Background: an optimization exercise with open tools, aiming at small area and a short achievable clock period. Do not read the settings as production practice. No run shown here included a check of the RTL's function; only the layout flow was run. Power and IR drop assume default switching activity.

===== flow/config.mk =====
export PLATFORM = sky130hd
export DESIGN_NAME = sid_synth_top
export DESIGN_NICKNAME = sid_synth_top
export VERILOG_FILES = /design/flow/design.v
export SDC_FILE = /design/flow/constraint.sdc
export NUM_CORES = 4
export LEC_CHECK = 0
export CAP_MARGIN = 20
export CORE_MARGIN = 2
export CORE_UTILIZATION = 40
export SETUP_SLACK_MARGIN = 3.0
export SLEW_MARGIN = 20

===== flow/design.v =====
`default_nettype none
package synth_pkg;
    localparam int REG_W = 8;
    function automatic logic [8:0] add8(input logic [7:0] a, input logic [7:0] b,
                                        input logic ci);
        logic [8:0] s;
        logic       c;
        c = ci;
        for (int i = 0; i < 8; i++) begin
            s[i] = a[i] ^ b[i] ^ c;
            c    = (a[i] & b[i]) | (c & (a[i] ^ b[i]));
        end
        s[8] = c;
        add8 = s;
    endfunction
    function automatic logic [8:0] inc8(input logic [7:0] a, input logic ci);
        logic [8:0] s;
        logic       c;
        c = ci;
        for (int i = 0; i < 8; i++) begin
            s[i] = a[i] ^ c;
            c    = a[i] & c;
        end
        s[8] = c;
        inc8 = s;
    endfunction
endpackage
`default_nettype wire
`timescale 1ns/1ps
`default_nettype none
module spi_voice_regs #(
    parameter int NUM_VOICES = 4
) (
    input  wire logic                         clk,
    input  wire logic                         rst_n,
    input  wire logic                         spi_clk,
    input  wire logic                         spi_cs_n,
    input  wire logic                         spi_mosi,
    input  wire logic                         freq_busy,
    input  wire logic                         wave_busy,
    output logic [NUM_VOICES-1:0][15:0]       freq,
    output logic [NUM_VOICES-1:0][7:0]        pw,
    output logic [NUM_VOICES-1:0][7:0]        attack,
    output logic [NUM_VOICES-1:0][7:0]        sustain,
    output logic [NUM_VOICES-1:0][3:0]        wave,      
    output logic [NUM_VOICES-1:0]             gate_n
);
    logic sclk_s1, sclk_s2, cs_n_s1, mosi_s1;
    always_ff @(posedge clk or negedge rst_n) begin
        if (!rst_n) begin
            sclk_s1 <= 1'b0;
            sclk_s2 <= 1'b0;
            cs_n_s1 <= 1'b1;
            mosi_s1 <= 1'b0;
        end else begin
            sclk_s1 <= spi_clk;
            sclk_s2 <= sclk_s1;
            cs_n_s1 <= spi_cs_n;
            mosi_s1 <= spi_mosi;
        end
    end
    logic       sclk_rise;
    logic [3:0] bit_cnt;
    logic [4:0] hdr;        
    logic [7:0] dat;        
    logic       frame_done;
    assign sclk_rise  = sclk_s1 & ~sclk_s2;
    assign frame_done = ~cs_n_s1 & sclk_rise & (bit_cnt == 4'd15);
    always_ff @(posedge clk or negedge rst_n) begin
        if (!rst_n) begin
            bit_cnt <= '0;
        end else if (cs_n_s1) begin
            bit_cnt <= '0;
        end else if (sclk_rise) begin
            bit_cnt <= bit_cnt + 4'd1;
        end
    end
    always_ff @(posedge clk) begin
        if (sclk_rise && bit_cnt < 4'd5) hdr <= {hdr[3:0], mosi_s1};
        if (sclk_rise) dat <= {dat[6:0], mosi_s1};
    end
    logic       blocked;    
    logic       pend;       
    logic       wr;
    logic [7:0] wr_data;
    assign blocked = ((hdr[4:3] == 2'b00) & freq_busy) | ((hdr[4:2] == 3'd6) & wave_busy);
    always_ff @(posedge clk or negedge rst_n) begin
        if (!rst_n) pend <= 1'b0;
        else        pend <= (pend | frame_done) & blocked;
    end
    assign wr      = (frame_done | pend) & ~blocked;
    assign wr_data = pend ? dat : {dat[6:0], mosi_s1};
    always_ff @(posedge clk or negedge rst_n) begin
        if (!rst_n) begin
            freq    <= '0;
            pw      <= '0;
            attack  <= '0;
            sustain <= '0;
            wave    <= '0;
        end else if (wr) begin
            for (int v = 0; v < NUM_VOICES; v++) begin
                if (hdr[1:0] == 2'(v)) begin
                    case (hdr[4:2])
                        3'd0: freq[v][7:0]  <= wr_data;
                        3'd1: freq[v][15:8] <= wr_data;
                        3'd2: pw[v]         <= wr_data;
                        3'd4: attack[v]     <= wr_data;
                        3'd5: sustain[v]    <= wr_data;
                        3'd6: wave[v]       <= {wr_data[6], wr_data[5], wr_data[4], wr_data[0]};
                        default: ;
                    endcase
                end
            end
        end
    end
    for (genvar v = 0; v < NUM_VOICES; v++) begin : g_gate
        assign gate_n[v] = (wr && hdr == {3'd6, 2'(v)}) ? wr_data[0] : wave[v][0];
    end
endmodule
`default_nettype wire
`timescale 1ns/1ps
`default_nettype none
module sid_voice (
    input  wire logic        clk,
    input  wire logic        rst_n,
    input  wire logic        is254,
    input  wire logic        step_en,
    input  wire logic        at_tick,
    input  wire logic        pass2,
    input  wire logic [15:0] freq,
    input  wire logic [7:0]  pw,
    input  wire logic [7:0]  attack,
    input  wire logic [7:0]  sustain,
    input  wire logic [3:0]  wave,      
    input  wire logic        gate_n,
    output logic      [7:0]  m
);
    localparam logic [2:0] S_IDLE = 3'd0, S_ATK = 3'd1, S_DEC = 3'd2,
                           S_SUS = 3'd3, S_REL = 3'd4;
    logic [15:0] acc;    
    logic [7:0]  p;      
    logic        ca;     
    logic        cb;     
    logic [16:0] acc_sum;
    logic        c16;
    logic [8:0]  sa, sb, sc, p_inc;
    logic [7:0]  p_step;
    assign acc_sum = {1'b0, acc} + {1'b0, freq};
    assign c16     = acc_sum[16] & step_en;
    assign sa      = synth_pkg::add8({2'b0, acc[5:0]},   {2'b0, freq[5:0]   & {6{step_en}}}, 1'b0);
    assign sb      = synth_pkg::add8({3'b0, acc[10:6]},  {3'b0, freq[10:6]  & {5{at_tick}}}, ca);
    assign sc      = synth_pkg::add8({3'b0, acc[15:11]}, {3'b0, freq[15:11] & {5{pass2}}},   cb);
    assign p_inc   = synth_pkg::inc8(p, 1'b1);
    assign p_step  = c16 ? p_inc[7:0] : p;
    always_ff @(posedge clk or negedge rst_n) begin
        if (!rst_n) begin
            acc <= '0;
            p   <= '0;
            ca  <= 1'b0;
            cb  <= 1'b0;
        end else begin
            ca         <= sa[6] & step_en;
            cb         <= sb[5] & at_tick;
            acc[5:0]   <= sa[5:0];
            acc[10:6]  <= sb[4:0];
            acc[15:11] <= sc[4:0];
            p          <= p_step;
        end
    end
    logic [7:0] env;
    logic [2:0] st;
    logic [2:0] gst, nst;
    logic [7:0] nenv, opb, sus_lvl;
    logic [3:0] nib;
    logic [8:0] esum;
    logic       is_atk, is_dec, is_rel;
    logic       atk_top, dec_le, rel_le;
    always_comb begin
        gst = st;
        if (gate_n && (st == S_IDLE || st == S_REL)) gst = S_ATK;
        else if (!gate_n && (st == S_ATK || st == S_DEC || st == S_SUS)) gst = S_REL;
    end
    always_ff @(posedge clk) begin
        is_atk <= (gst == S_ATK);
        is_dec <= (gst == S_DEC);
        is_rel <= (gst == S_REL);
    end
    assign sus_lvl = {sustain[3:0], sustain[3:0]};
    assign nib  = is_dec ? attack[7:4] : sustain[7:4];
    assign opb  = is_atk ? {4'b0000, attack[3:0]} : {4'b1111, ~nib};
    assign esum = {1'b0, env} + {1'b0, opb} + 9'(is_atk);
    logic [8:0] atk_t;
    assign atk_t   = {1'b0, env} + 9'(attack[3:0]) + 9'd2;
    assign atk_top = atk_t[8];
    logic [9:0] dx, dy, dz;
    assign dx      = {2'b0, env};
    assign dy      = {2'b0, ~sus_lvl};
    assign dz      = {2'b0, 4'hF, ~attack[7:4]};
    logic [9:0] ds, dc, dsum;
    assign ds      = dx ^ dy ^ dz;
    assign dc      = ((dx & dy) | (dx & dz) | (dy & dz)) << 1;
    assign dsum    = ds + dc;
    assign dec_le  = ~dsum[9];
    assign rel_le  = {1'b0, env} <= 9'(sustain[7:4]) + 9'd1;
    always_comb begin
        nst  = st;
        nenv = env;
        if (is_atk) begin
            nenv = atk_top ? 8'hFF : esum[7:0];
            nst  = atk_top ? S_DEC : S_ATK;
        end else if (is_dec) begin
            nenv = dec_le ? sus_lvl : esum[7:0];
            nst  = dec_le ? S_SUS : S_DEC;
        end else if (is_rel) begin
            nenv = rel_le ? 8'h00 : esum[7:0];
            nst  = rel_le ? S_IDLE : S_REL;
        end
    end
    always_ff @(posedge clk or negedge rst_n) begin
        if (!rst_n) begin
            env <= '0;
            st  <= S_IDLE;
        end else if (step_en) begin
            env <= nenv;
            st  <= nst;
        end
    end
    always_ff @(posedge clk) begin
        en <= step_en ? nenv[3:0] : env[7:4];
    end
    logic g;
    always_ff @(posedge clk) begin
        g <= (wave[1] | wave[2] | wave[3]) & (~wave[3] | (p < pw));
    end
    logic [7:0] tri_v, x;
    assign tri_v = {p[6:0], 1'b0} ^ {8{p[7]}};
    assign x     = (wave[2] ? p : 8'hFF) & (wave[1] ? tri_v : 8'hFF);
    logic [3:0]  en;       
    logic [11:0] o0, o1, o2, o3, o4, s1, c1, s2, c2, s3, c3, part;
    assign o0 = 12'(m);
    assign o1 = 12'(x & {8{en[0]}});
    assign o2 = 12'(x & {8{en[1]}}) << 1;
    assign o3 = 12'(x & {8{en[2]}}) << 2;
    assign o4 = 12'(x & {8{en[3]}}) << 3;
    assign s1 = o1 ^ o2 ^ o3;
    assign c1 = ((o1 & o2) | (o1 & o3) | (o2 & o3)) << 1;
    assign s2 = s1 ^ c1 ^ o4;
    assign c2 = ((s1 & c1) | (s1 & o4) | (c1 & o4)) << 1;
    assign s3 = s2 ^ c2 ^ o0;
    assign c3 = ((s2 & c2) | (s2 & o0) | (c2 & o0)) << 1;
    assign part = s3 + c3;
    always_ff @(posedge clk) begin
        m <= part[11:4] & {8{~step_en & (~pass2 | g)}};
    end
endmodule
`default_nettype wire
`timescale 1ns/1ps
`default_nettype none
module voice_mixer #(
    parameter int NUM_VOICES = 4,
    parameter int MIX_W      = 10
) (
    input  wire logic                             clk,
    input  wire logic                             rst_n,
    input  wire logic [NUM_VOICES-1:0][7:0]       level,
    output logic                                  is254,
    output logic                                  step_en,
    output logic                                  at_tick,
    output logic                                  pass2,
    output logic                                  freq_busy,
    output logic      [MIX_W-1:0]                 sample,
    output logic                                  sample_valid
);
    logic [7:0] div_cnt;
    logic       seen;       
    logic       out_en;
    assign freq_busy = step_en | at_tick;
    always_ff @(posedge clk or negedge rst_n) begin
        if (!rst_n) begin
            div_cnt <= '0;
            seen    <= 1'b0;
            is254   <= 1'b0;
            step_en <= 1'b0;
            at_tick <= 1'b0;
            pass2   <= 1'b0;
            out_en  <= 1'b0;
        end else begin
            div_cnt <= div_cnt + 8'd1;
            if (step_en) seen <= 1'b1;
            is254   <= (div_cnt == 8'd253);
            step_en <= is254;
            at_tick <= step_en;
            pass2   <= at_tick;
            out_en  <= pass2 & seen;
        end
    end
    logic [MIX_W-1:0] level_sum;
    always_comb begin
        level_sum = '0;
        for (int i = 0; i < NUM_VOICES; i++) level_sum = level_sum + MIX_W'(level[i]);
    end
    always_ff @(posedge clk or negedge rst_n) begin
        if (!rst_n) begin
            sample       <= '0;
            sample_valid <= 1'b0;
        end else begin
            sample_valid <= out_en;
            if (out_en) sample <= level_sum;
        end
    end
endmodule
`default_nettype wire
`timescale 1ns/1ps
`default_nettype none
module sid_synth_top #(
    parameter  int NUM_VOICES = 4,
    parameter  int SAMPLE_DIV = 256,
    localparam int MIX_W      = synth_pkg::REG_W + 2
) (
    input  wire logic             clk,
    input  wire logic             rst_n,
    input  wire logic             spi_clk,
    input  wire logic             spi_cs_n,
    input  wire logic             spi_mosi,
    output logic      [MIX_W-1:0] sample,
    output logic                  sample_valid
);
    logic [NUM_VOICES-1:0][15:0] freq;
    logic [NUM_VOICES-1:0][7:0]  pw, attack, sustain, level;
    logic [NUM_VOICES-1:0][3:0]  wave;
    logic [NUM_VOICES-1:0]       gate_n;
    logic                        is254, step_en, at_tick, pass2, freq_busy;
    spi_voice_regs #(
        .NUM_VOICES (NUM_VOICES)
    ) u_regs (
        .clk      (clk),
        .rst_n    (rst_n),
        .spi_clk  (spi_clk),
        .spi_cs_n (spi_cs_n),
        .spi_mosi (spi_mosi),
        .freq_busy(freq_busy),
        .wave_busy(at_tick),
        .freq     (freq),
        .pw       (pw),
        .attack   (attack),
        .sustain  (sustain),
        .wave     (wave),
        .gate_n   (gate_n)
    );
    for (genvar v = 0; v < NUM_VOICES; v++) begin : g_voice
        sid_voice u_voice (
            .clk     (clk),
            .rst_n   (rst_n),
            .is254   (is254),
            .step_en (step_en),
            .at_tick (at_tick),
            .pass2   (pass2),
            .freq    (freq[v]),
            .pw      (pw[v]),
            .attack  (attack[v]),
            .sustain (sustain[v]),
            .wave    (wave[v]),
            .gate_n  (gate_n[v]),
            .m       (level[v])
        );
    end
    voice_mixer #(
        .NUM_VOICES (NUM_VOICES),
        .MIX_W      (MIX_W)
    ) u_mixer (
        .clk          (clk),
        .rst_n        (rst_n),
        .level        (level),
        .is254        (is254),
        .step_en      (step_en),
        .at_tick      (at_tick),
        .pass2        (pass2),
        .freq_busy    (freq_busy),
        .sample       (sample),
        .sample_valid (sample_valid)
    );
endmodule
`default_nettype wire

===== flow/run.sh =====
#!/bin/bash
# synth_recipe.tcl (not shown) runs the flow's synth.tcl, then flattens the netlist and writes it again
# the make line also repeats each setting of config.mk as NAME=value (left out here)
make -C /OpenROAD-flow-scripts/flow DESIGN_CONFIG=/design/flow/config.mk WORK_HOME=/design/flow/orfs CLKGATE_MAP_FILE= SYNTH_SCRIPT=/design/flow/synth_recipe.tcl finish

===== flow/constraint.sdc =====
create_clock -name core_clock -period 7.0 [get_ports {clk}]
set_input_delay 1.4000 -clock core_clock [delete_from_list [all_inputs] [get_ports {clk}]]
set_output_delay 1.4000 -clock core_clock [all_outputs]
set_load 0.01 [all_outputs]

==> impl_metrics.json, run 1 <==
{
  "status": "complete, no violations",
  "rsz0062_at_grt": "yes",
  "max_freq_mhz": 233.1,
  "hold_buffers": 0,
  "cap_violations": 0,
  "clock_path_buffers": 3,
  "cp_max_fo": 8,
  "ys_seq_area_frac": 0.3629,
  "fp.dieH_um": 274.6,
  "fillCellCount": 6865,
  "yosysTopAreaCell": "dfrtp_1",
  "hpwl_mm": 46.93,
  "fin_crit_ns": 4.290,
  "num-nets-final": 3508,
  "gr-total-overflow": 0,
  "whs_ns": 0.3493,
  "syn_nets": 3483,
  "period_share": 0.6128,
  "ys_ff_latch": 435,
  "ys_top_cells_by_area": "dfrtp_1 (30%), ha_1 (13%), fa_1 (11%)",
  "yosys_warnings": 3,
  "drive_above_1_share": 0.1069,
  "hold_viol": 0,
  "synthToLayoutAreaGrowth_pct": 12.74,
  "initial_utilization": 0.4029,
  "cp-start-kind": "register",
  "cts_buffers": 50,
  "worstSetupEndpointType": "register",
  "dpl-instance-area_um2": 30810,
  "async_reset_ff_frac": 0.8230,
  "drt-vias-per-instance": 5.083,
  "coreArea_um2": 72710,
  "path_class": "register to register",
  "netSwitchingPower_w": 0.001169,
  "critPathArrivalTime_ns": 4.74,
  "htreeDepth": 2,
  "hold_path_class": "register to register",
  "internal_power_w": 0.004125,
  "portBuffers": 15,
  "setup_violations": 0,
  "routed_wl_mm": 65.24,
  "wl_per_cell_um": 16.20,
  "antenna_found_initial": 0,
  "power_frac_clock": 0.506,
  "synth.avg_cell_area_um2": 9.753,
  "grt_max_degree": 159,
  "mappedNetlistArea_um2": 29300,
  "clockRootBuffer": "clkbuf_16",
  "synth_edf_count": 13,
  "cts_sinks": 435,
  "crit_required_ns": 7.45,
  "synthFlopType": "dfrtp_1",
  "final_max_slew_viol_count": 0,
  "power_per_cell_area_nw_per_um2": 160.3,
  "drc": 0,
  "num_rows": 99,
  "final_cell_area_um2": 33030,
  "ir_drop_uv": 156.1,
  "dieArea_um2": 75430,
  "drt-initial-drc-count": 933,
  "vias": 20470,
  "multiInputGateArea_um2": 17710,
  "antenna-diode-count": 0,
  "tightest_slew_ns": 1.045,
  "sw_frac_of_total": 0.2209,
  "grt_pass1_wl_mm": 109.9,
  "ys_types": 87,
  "seq_area_um2": 10650,
  "layout_commonest_cell": "dfrtp_1",
  "p_leak_nw": 16.28,
  "setup_tns_ns": 0,
  "p_comb_frac": 0.016,
  "post-route-util": 0.4543,
  "clk_pin_slew_ns": 0.06,
  "fin_worst_skew_ns": 0.02514,
  "io_pins": 16,
  "place_congestion": 0.8450,
  "dieWidth_um": 274.6,
  "max-slew-margin-rel": 0.3030,
  "first_pass_iters": 5,
  "syn_inst": 3004,
  "pwr-share-seq": 0.478,
  "clk_latency_ns": 0.60,
  "ant_nets": 0,
  "grt.total_usage": 0.1794,
  "cts_tree": "done",
  "final_cell_mix": "dfrtp_1 (343), inv_1 (315), ha_1 (311)",
  "yosysTopAreaCellShare": 0.3049,
  "first_global_vias": 20780
}
worst paths after layout:
path	slack [ns]	from	depth (start not counted)	end
worst min register to register	0.35	u_mixer.is254	0	u_mixer.step_en
max in group asynchronous	4.77	rst_n	2	u_mixer.step_en
worst max-delay path	2.71	g_voice[1].u_voice.p[7]	16	g_voice[1].u_voice.m[5]
worst min-delay path	0.35	u_mixer.is254	0	u_mixer.step_en
min in group asynchronous	0.83	rst_n	1	g_voice[2].u_voice.acc[0]
worst max register to register	2.71	g_voice[1].u_voice.p[7]	16	g_voice[1].u_voice.m[5]
cells in the mapped netlist (9+ instances only):
library cell / number
o22ai_1: 17
a21o_1: 54
buf_2: 23
nand2_1: 203
and2_1: 166
clkbuf_1: 67
a21boi_0: 9
a31oi_1: 13
and3_1: 13
a221oi_1: 15
nand2b_1: 26
nor2b_1: 64
dfxtp_1: 64
dfrtp_1: 357
ha_1: 316
nand4_1: 15
mux2_2: 52
nor3_1: 22
edfxtp_1: 13
inv_1: 320
xnor2_1: 79
nor2_1: 236
a211oi_1: 26
a21oi_1: 248
o21ai_0: 161
xor2_1: 33
mux2i_1: 21
nand3_1: 36
o21a_1: 26
fa_1: 158
o31ai_1: 17
registers in the layout, indices dropped and copies added (netlist names), 8 cells and up:
signal,count
g_voice.u_voice.acc,64
u_regs.freq,64
g_voice.u_voice.env,32
g_voice.u_voice.m,32
g_voice.u_voice.p,32
u_regs.attack,32
u_regs.pw,32
u_regs.sustain,32
g_voice.u_voice.en,16
u_regs.wave,16
g_voice.u_voice.st,12
u_mixer.sample,10
u_mixer.div_cnt,8
u_regs.dat,8
stage by stage:
| stage | cells | total power (W) | worst slack (ns) |
|---|---|---|---|
| final | 4028 | 0.005294 | 2.710 |
| after global routing | 4028 | 0.005474 | 2.537 |
| after CTS | 4021 | 0.005380 | 2.830 |
| after detailed placement | 3907 | 0.002669 | 2.482 |
| after global placement | 3907 | 0.002668 | 2.566 |
| after floorplan | 3004 | 0.002593 | 2.906 |
critical path, stage by stage, from the launching register on:
cell	delay, ns
dfrtp_2	0.50
xnor2_2	0.17
a21oi_2	0.09
and2_4	0.17
fa_1	0.52
inv_1	0.05
fa_1	0.49
inv_2	0.04
fa_1	0.45
ha_1	0.32
o21a_1	0.19
o21a_1	0.22
a2111oi_4	0.41
nor2b_2	0.11
a21oi_2	0.18
xor2_1	0.17
nor2_1	0.06
layout make-up:
cell class              instances  area share
multi-input cells            2154      0.5362
well taps                     959     0.03633
clock inverters                19    0.007045
flip-flops and latches        435      0.3224
inverters                     321     0.03648
repair buffers                 67     0.01773
clock buffers                  73     0.04386
cell families (layout without fill, tap and decap cells):
logic type	Yosys count	count (layout)	synth area share
fa+ha+maj	476	476	0.2436
xor+xnor	112	112	0.03348
compound gates	668	668	0.1391
simple gates	824	824	0.1391
mux	74	74	0.02763
buf+inv	415	480	0.05428
flops	435	435	0.3629
timing repair:
action	4_1_cts	5_1_grt
gates resized for setup	47	33
endpoints found under the setup margin	20	23
hold endpoints to repair	0	0
pin swaps	18	27
setup buffers	22	7
power groups by stage:
stage | Sequential [W] | Combinational, W | Clock [W]
2_1_floorplan | 0.00258 | 0.0000167 | 0
3_3_place_gp | 0.00258 | 0.0000887 | 0
3_5_place_dp | 0.00258 | 0.0000888 | 0
4_1_cts | 0.00253 | 0.0000889 | 0.00276
5_1_grt | 0.00253 | 0.0000957 | 0.00285
6_report | 0.00253 | 0.0000839 | 0.00268
layer usage:
metal  wire length (um)  vias up  GRT usage
met3               1905       73    0.02330
met2              30340      215     0.2983
li1                   -    10250          -
met5                  0        -          0
met1              32010     9932     0.2520
met4                981        0    0.03375
==> inputs of run 2 (changes only) <==
--- a/flow/config.mk
+++ b/flow/config.mk
@@ -8,5 +8,4 @@
 export CAP_MARGIN = 20
 export CORE_MARGIN = 2
 export CORE_UTILIZATION = 40
-export SETUP_SLACK_MARGIN = 3.0
 export SLEW_MARGIN = 20
==> run 2 against run 1 <==
Fmax is 11% lower. Wire length shrank 0.61%. Combinational power is essentially flat. Utilization decreased by 0.89 points. First-iteration DRC count increased by 45%. Non-clock buffer count is 32 lower. Synthesized cell count unchanged. Highest routed layer unchanged.
==> impl_metrics.json, run 2 <==
{
  "drive_above_1_share": 0.06612,
  "crit_path_start": "g_voice[1].u_voice.p[7]",
  "ys_ff_latch": 435,
  "drt-vias-per-instance": 5.081,
  "clk_latency_ns": 0.60,
  "syn_nets": 3483,
  "fillCellCount": 6940,
  "dieWidth_um": 274.6,
  "path_class": "register to register",
  "fp.dieH_um": 274.6,
  "max-slew-margin-rel": 0.2698,
  "setup_tns_ns": 0,
  "cp-start-kind": "register",
  "period_share": 0.6912,
  "r2r_cells": 16,
  "antenna-diode-count": 0,
  "ant_nets": 0,
  "reg_top3": "g_voice.u_voice.acc (64), u_regs.freq (64)",
  "async_reset_ff_frac": 0.8230,
  "cts_tree": "done",
  "num_rows": 99,
  "status": "complete, no violations",
  "grt.total_usage": 0.1792,
  "clock_path_buffers": 3,
  "crit_required_ns": 7.46,
  "routed_wl_mm": 64.84,
  "highest_layer": "met4",
  "grt_max_degree": 147,
  "synth_common_cells": "dfrtp_1 (357), inv_1 (320), ha_1 (316), a21oi_1 (248), nor2_1 (236)",
  "fin_crit_ns": 4.838,
  "htreeDepth": 2,
  "ys_top_cells_by_area": "dfrtp_1 (30%), ha_1 (13%), fa_1 (11%)",
  "r2r_start": "g_voice[1].u_voice.p[7]",
  "num-nets-final": 3477,
  "cap_violations": 0,
  "synthFlopType": "dfrtp_1",
  "hold_buffers": 0,
  "place_congestion": 0.8707,
  "met2_length_mm": 29.67,
  "yosysTopAreaCell": "dfrtp_1",
  "clk_pin_slew_ns": 0.06,
  "rsz0062_at_grt": "no",
  "wl_met1_mm": 31.97,
  "r2r_end": "g_voice[1].u_voice.m[7]",
  "cts_buffers": 51,
  "drt-initial-drc-count": 1354,
  "final_max_slew_viol_count": 0,
  "setup_violations": 0,
  "portBuffers": 15,
  "yosys_warnings": 3,
  "hold_viol": 0,
  "antenna_found_initial": 1,
  "ys_types": 87,
  "cts_sinks": 435,
  "synth.avg_cell_area_um2": 9.753,
  "grt_pass1_wl_mm": 109.6,
  "r2r_slack_ns": 2.16,
  "initial_utilization": 0.4029,
  "cp_max_fo": 11,
  "synth_edf_count": 13,
  "fin_worst_skew_ns": 0.01607,
  "critPathArrivalTime_ns": 5.30,
  "clockRootBuffer": "clkbuf_16",
  "tightest_slew_ns": 1.095,
  "whs_ns": 0.3585,
  "wl_met3_mm": 2.021,
  "p_leak_nw": 16.14,
  "drc": 0,
  "first_global_vias": 20590,
  "postCtsResizedCells": 0,
  "worstSetupEndpointType": "register",
  "yosysTopAreaCellShare": 0.3049,
  "final_cell_mix": "dfrtp_1 (356), inv_1 (320), ha_1 (316)",
  "mappedNetlistArea_um2": 29300,
  "ys_seq_area_frac": 0.3629,
  "post-cts-setup-buffer-count": 0,
  "dieArea_um2": 75430,
  "max_freq_mhz": 206.7,
  "layout_commonest_cell": "dfrtp_1",
  "syn_inst": 3004,
  "wl_per_cell_um": 16.21,
  "gr-total-overflow": 0,
  "first_pass_iters": 6,
  "synthToLayoutAreaGrowth_pct": 10.52,
  "vias": 20320,
  "hold_path_class": "register to register",
  "hpwl_mm": 46.79,
  "ir_drop_uv": 166.9,
  "critPathCapture": "g_voice[1].u_voice.m[7]",
  "coreArea_um2": 72710,
  "synth.most_common_cell": "dfrtp_1",
  "io_pins": 16,
  "power_per_cell_area_nw_per_um2": 169.6
}
run 2: cell types whose count changed in the layout (fill, tap and decap cells not counted), sizes merged:
| cell | delta |
|---|---|
| buf | -32 |
| clkbuf | -6 |
| inv | +5 |
| bufinv | +4 |
| clkinv | -1 |
| clkinvlp | +1 |
run 2: worst max-delay path: stages, from the launching register on:
cell and delay, ns:
dfrtp_1 0.64, xnor2_1 0.17, a21oi_1 0.12, and2_1 0.20, fa_1 0.54, inv_1 0.05
fa_1 0.53, inv_1 0.05, fa_1 0.47, ha_1 0.31, o21a_1 0.17, o21a_1 0.19
a2111oi_0 0.59, o21ai_0 0.25, a21oi_1 0.21, xor2_1 0.16, nor2_1 0.05
run 2: final cells by class:
class	instances	area (um^2)	area share
flip-flops and latches	435	10630	0.3284
multi-input cells	2154	17190	0.5310
clock inverters	28	391.6	0.01209
well taps	959	1200	0.03706
clock buffers	67	1428	0.04409
repair buffers	35	330.3	0.01020
inverters	321	1205	0.03721
run 2: worst min-delay path by stage:
stage                   from               to  cells past startpoint
5_1_grt        u_mixer.is254  u_mixer.step_en                      0
3_3_place_gp   u_mixer.is254  u_mixer.step_en                      0
6_report       u_mixer.is254  u_mixer.step_en                      0
2_1_floorplan  u_mixer.is254  u_mixer.step_en                      0
3_5_place_dp   u_mixer.is254  u_mixer.step_en                      0
4_1_cts        u_mixer.is254  u_mixer.step_en                      0
run 2: where the power goes:
part / leakage [nW] / switching (W) / total (W) / internal [W]
combinational: 9.64 / 0.0000706 / 0.0000838 / 0.0000133
sequential: 5.61 / 0.00000745 / 0.00253 / 0.00253
clock: 0.884 / 0.00113 / 0.00287 / 0.00174
total: 16.1 / 0.00121 / 0.00549 / 0.00428
run 2: kinds of logic (layout without fill, tap and decap cells):
kind of cell,Yosys count,in the layout,synth area share
flip-flops,435,435,0.3629
AO/OA/AOI/OAI,668,668,0.1391
adder cells (fa/ha/maj),476,476,0.2436
multiplexers,74,74,0.02763
buffers and inverters,415,451,0.05428
XOR/XNOR,112,112,0.03348
AND/OR/NAND/NOR,824,824,0.1391
run 2: through the flow:
step           cells  setup WS [ns]  instance area [um^2]  utilization  power [W]
6_report        3999          2.162                 32380       0.4453   0.005490
5_1_grt         3999          1.672                 32380       0.4453   0.005672
4_1_cts         3999          2.140                 32370       0.4451   0.005576
3_5_place_dp    3904          2.150                 30550       0.4201   0.002669
3_3_place_gp    3904          2.154                 30540       0.4201   0.002669
2_1_floorplan   3004          2.589                 29300            -   0.002593
run 2: per-layer routing:
layer | up-vias | GRT usage
met3 | 80 | 0.02208
met5 | - | 0
li1 | 10190 | -
met4 | 0 | 0.04047
met2 | 275 | 0.2942
met1 | 9776 | 0.2532

## re-timing with driven ports
The flow's constraints put no driver on any port. The routed layouts listed below were extracted and timed again, unchanged, in two steps. Step 1 (the two cells are an assumption about what drives the block):
set clk [get_ports {clk}]
set_driving_cell -lib_cell sky130_fd_sc_hd__clkbuf_16 $clk
set_driving_cell -lib_cell sky130_fd_sc_hd__buf_2 [delete_from_list [all_inputs] $clk]
Step 2 also shifts input and output timing later by t, the mid clock arrival at the registers, as if the neighbouring blocks saw the same clock. Three values: no drivers, after step 1, after step 2; two values: the first two.
| run | shift t [ns] | setup slack, ns | worst hold slack (ns) | slew at the worst register clock pin (ns) | pins driven straight from the clock port |
|---|---|---|---|---|---|
| run 1 | 0.645 | 2.710 / 2.710 / 2.710 | 0.349 / 0.349 / 0.349 | 0.07 / 0.07 | 1 |
| run 2 | 0.657 | 2.162 / 2.162 / 2.162 | 0.358 / 0.358 / 0.358 | 0.06 / 0.06 | 1 |
After both steps every run listed still meets setup and hold.
